Source: an optimization exercise on an open RTL-to-GDS flow (aim: a short achievable clock period and few clock cycles). Production flows keep margins and buffers that such runs may drop. Power figures rest on the tool's default switching activity, not on a simulated workload.

// lc3b_pipeline
module lc3b_pipeline
#(
    parameter logic [15:0] RESET_PC = 16'h0000
)
(
    input  logic        clk,
    input  logic        rst,
    output logic        imem_read,
    output logic [15:0] imem_address,
    input  logic        imem_resp,
    input  logic [15:0] imem_rdata,
    output logic        dmem_read,
    output logic        dmem_write,
    output logic [15:0] dmem_address,
    output logic [15:0] dmem_wdata,
    output logic [1:0]  dmem_byte_enable,
    input  logic        dmem_resp,
    input  logic [15:0] dmem_rdata
);
Size: roughly 2100 cells after synthesis, ~390 flip-flops, ~89 I/O pins, roughly 20000 um^2 of cells after synthesis.
clock: 4.5 ns
lec_check: 0
abc_clock_period_in_ps: 2000
cap_margin: 20
core_margin: 2
core_utilization: 40
setup_slack_margin: 2.5
slew_margin: 20
standard.sh (not shown) runs the stock make flow with config.mk's settings and CLKGATE_MAP_FILE= SYNTH_SCRIPT=/design/flow/synth_recipe.tcl, a recipe that flattens the netlist after the stock synthesis.
==> flow/flow/run.sh <==
#!/bin/bash
# Standard layout with these changes: ports buffered with buf_4 instead of the
# smallest buffer; the resizer free to change a cell's footprint; adders left
# to ABC as plain logic instead of full/half-adder cells; and a few slow
# gates (majority, and the 3x2 AND-OR-invert that comes in one size) kept out of the
# combinational logic, on top of the platform's own don't-use list.
set -euo pipefail
PLATFORM_DONT_USE="sky130_fd_sc_hd__probe_p_8 sky130_fd_sc_hd__probec_p_8 sky130_fd_sc_hd__lpflow_bleeder_1 sky130_fd_sc_hd__lpflow_clkbufkapwr_1 sky130_fd_sc_hd__lpflow_clkbufkapwr_16 sky130_fd_sc_hd__lpflow_clkbufkapwr_2 sky130_fd_sc_hd__lpflow_clkbufkapwr_4 sky130_fd_sc_hd__lpflow_clkbufkapwr_8 sky130_fd_sc_hd__lpflow_clkinvkapwr_1 sky130_fd_sc_hd__lpflow_clkinvkapwr_16 sky130_fd_sc_hd__lpflow_clkinvkapwr_2 sky130_fd_sc_hd__lpflow_clkinvkapwr_4 sky130_fd_sc_hd__lpflow_clkinvkapwr_8 sky130_fd_sc_hd__lpflow_decapkapwr_12 sky130_fd_sc_hd__lpflow_decapkapwr_3 sky130_fd_sc_hd__lpflow_decapkapwr_4 sky130_fd_sc_hd__lpflow_decapkapwr_6 sky130_fd_sc_hd__lpflow_decapkapwr_8 sky130_fd_sc_hd__lpflow_inputiso0n_1 sky130_fd_sc_hd__lpflow_inputiso0p_1 sky130_fd_sc_hd__lpflow_inputiso1n_1 sky130_fd_sc_hd__lpflow_inputiso1p_1 sky130_fd_sc_hd__lpflow_inputisolatch_1 sky130_fd_sc_hd__lpflow_isobufsrc_1 sky130_fd_sc_hd__lpflow_isobufsrc_16 sky130_fd_sc_hd__lpflow_isobufsrc_2 sky130_fd_sc_hd__lpflow_isobufsrc_4 sky130_fd_sc_hd__lpflow_isobufsrc_8 sky130_fd_sc_hd__lpflow_isobufsrckapwr_16 sky130_fd_sc_hd__lpflow_lsbuf_lh_hl_isowell_tap_1 sky130_fd_sc_hd__lpflow_lsbuf_lh_hl_isowell_tap_2 sky130_fd_sc_hd__lpflow_lsbuf_lh_hl_isowell_tap_4 sky130_fd_sc_hd__lpflow_lsbuf_lh_isowell_4 sky130_fd_sc_hd__lpflow_lsbuf_lh_isowell_tap_1 sky130_fd_sc_hd__lpflow_lsbuf_lh_isowell_tap_2 sky130_fd_sc_hd__lpflow_lsbuf_lh_isowell_tap_4"
SLOW="sky130_fd_sc_hd__maj3_1 sky130_fd_sc_hd__maj3_2 sky130_fd_sc_hd__maj3_4 sky130_fd_sc_hd__a222oi_1"
bash standard.sh "BUFFER_PORTS_ARGS=-buffer_cell sky130_fd_sc_hd__buf_4" MATCH_CELL_FOOTPRINT=0 ADDER_MAP_FILE= \
    "DONT_USE_CELLS=$PLATFORM_DONT_USE $SLOW" finish > make_finish.log 2>&1
The first run ran to the end with no violations.
Next try:
==> flow/flow/run.sh (replaced) <==
#!/bin/bash
# Standard layout with these changes: ports buffered with buf_4 instead of the
# smallest buffer; the resizer free to change a cell's footprint; adders left
# to ABC as plain logic instead of full/half-adder cells; and a few slow
# gates (majority, 3x2 AND-OR, and the 3- and 4-high stacks) kept out of the
# combinational logic, on top of the platform's own don't-use list.
set -euo pipefail
PLATFORM_DONT_USE="sky130_fd_sc_hd__probe_p_8 sky130_fd_sc_hd__probec_p_8 sky130_fd_sc_hd__lpflow_bleeder_1 sky130_fd_sc_hd__lpflow_clkbufkapwr_1 sky130_fd_sc_hd__lpflow_clkbufkapwr_16 sky130_fd_sc_hd__lpflow_clkbufkapwr_2 sky130_fd_sc_hd__lpflow_clkbufkapwr_4 sky130_fd_sc_hd__lpflow_clkbufkapwr_8 sky130_fd_sc_hd__lpflow_clkinvkapwr_1 sky130_fd_sc_hd__lpflow_clkinvkapwr_16 sky130_fd_sc_hd__lpflow_clkinvkapwr_2 sky130_fd_sc_hd__lpflow_clkinvkapwr_4 sky130_fd_sc_hd__lpflow_clkinvkapwr_8 sky130_fd_sc_hd__lpflow_decapkapwr_12 sky130_fd_sc_hd__lpflow_decapkapwr_3 sky130_fd_sc_hd__lpflow_decapkapwr_4 sky130_fd_sc_hd__lpflow_decapkapwr_6 sky130_fd_sc_hd__lpflow_decapkapwr_8 sky130_fd_sc_hd__lpflow_inputiso0n_1 sky130_fd_sc_hd__lpflow_inputiso0p_1 sky130_fd_sc_hd__lpflow_inputiso1n_1 sky130_fd_sc_hd__lpflow_inputiso1p_1 sky130_fd_sc_hd__lpflow_inputisolatch_1 sky130_fd_sc_hd__lpflow_isobufsrc_1 sky130_fd_sc_hd__lpflow_isobufsrc_16 sky130_fd_sc_hd__lpflow_isobufsrc_2 sky130_fd_sc_hd__lpflow_isobufsrc_4 sky130_fd_sc_hd__lpflow_isobufsrc_8 sky130_fd_sc_hd__lpflow_isobufsrckapwr_16 sky130_fd_sc_hd__lpflow_lsbuf_lh_hl_isowell_tap_1 sky130_fd_sc_hd__lpflow_lsbuf_lh_hl_isowell_tap_2 sky130_fd_sc_hd__lpflow_lsbuf_lh_hl_isowell_tap_4 sky130_fd_sc_hd__lpflow_lsbuf_lh_isowell_4 sky130_fd_sc_hd__lpflow_lsbuf_lh_isowell_tap_1 sky130_fd_sc_hd__lpflow_lsbuf_lh_isowell_tap_2 sky130_fd_sc_hd__lpflow_lsbuf_lh_isowell_tap_4"
SLOW="sky130_fd_sc_hd__a2111o_1 sky130_fd_sc_hd__a2111o_2 sky130_fd_sc_hd__a2111o_4 sky130_fd_sc_hd__a2111oi_0 sky130_fd_sc_hd__a2111oi_1 sky130_fd_sc_hd__a2111oi_2 sky130_fd_sc_hd__a2111oi_4 sky130_fd_sc_hd__a222oi_1 sky130_fd_sc_hd__a311o_1 sky130_fd_sc_hd__a311o_2 sky130_fd_sc_hd__a311o_4 sky130_fd_sc_hd__a311oi_1 sky130_fd_sc_hd__a311oi_2 sky130_fd_sc_hd__a311oi_4 sky130_fd_sc_hd__a41o_1 sky130_fd_sc_hd__a41o_2 sky130_fd_sc_hd__a41o_4 sky130_fd_sc_hd__a41oi_1 sky130_fd_sc_hd__a41oi_2 sky130_fd_sc_hd__a41oi_4 sky130_fd_sc_hd__maj3_1 sky130_fd_sc_hd__maj3_2 sky130_fd_sc_hd__maj3_4 sky130_fd_sc_hd__o2111a_1 sky130_fd_sc_hd__o2111a_2 sky130_fd_sc_hd__o2111a_4 sky130_fd_sc_hd__o2111ai_1 sky130_fd_sc_hd__o2111ai_2 sky130_fd_sc_hd__o2111ai_4 sky130_fd_sc_hd__o311a_1 sky130_fd_sc_hd__o311a_2 sky130_fd_sc_hd__o311a_4 sky130_fd_sc_hd__o311ai_0 sky130_fd_sc_hd__o311ai_1 sky130_fd_sc_hd__o311ai_2 sky130_fd_sc_hd__o311ai_4 sky130_fd_sc_hd__o41a_1 sky130_fd_sc_hd__o41a_2 sky130_fd_sc_hd__o41a_4 sky130_fd_sc_hd__o41ai_1 sky130_fd_sc_hd__o41ai_2 sky130_fd_sc_hd__o41ai_4 "
bash standard.sh "BUFFER_PORTS_ARGS=-buffer_cell sky130_fd_sc_hd__buf_4" MATCH_CELL_FOOTPRINT=0 ADDER_MAP_FILE= \
    "DONT_USE_CELLS=$PLATFORM_DONT_USE $SLOW" finish > make_finish.log 2>&1
=>
- The changed run finished with timing, DRC and antenna clean
- clock power went down by 8.2%
- worst setup slack improved by 180 ps
- total power went down by 2.5%
- global-route usage went up by 0.97 points
- final area went up by 2.2%
- flip-flop and latch count is unchanged
- worst hold slack is about the same
No run of this note included a check of the RTL's function; only the layout flow was run.

## static timing again, ports no longer ideal
In the flow no input, the clock included, has a driving cell. The finished layouts below were timed again as built, in two steps.
Step 1, drivers: a clkbuf_16 drives clk and a buf_2 each remaining input, both assumed.
Step 2, shift: input delay + t, output delay - t, t = (earliest + latest rising clock arrival at the registers) / 2. This alone moves slack from input paths to output paths.
Slacks: ideal ports / drivers / drivers and shift; pairs: ideal ports / drivers.
| run | t (ns) | setup WS [ns] | latest minus earliest clock arrival (ns) |
|---|---|---|---|
| the first run | 0.615 | 1.710 / 1.710 / 1.549 | 0.027 / 0.027 |
| the second run | 0.606 | 1.891 / 1.891 / 1.567 | 0.028 / 0.028 |
After both steps every run listed still meets setup and hold. For the second run, which loses most, drivers alone change the setup slack by 0.000 ns; drivers and shift together by -0.324 ns.
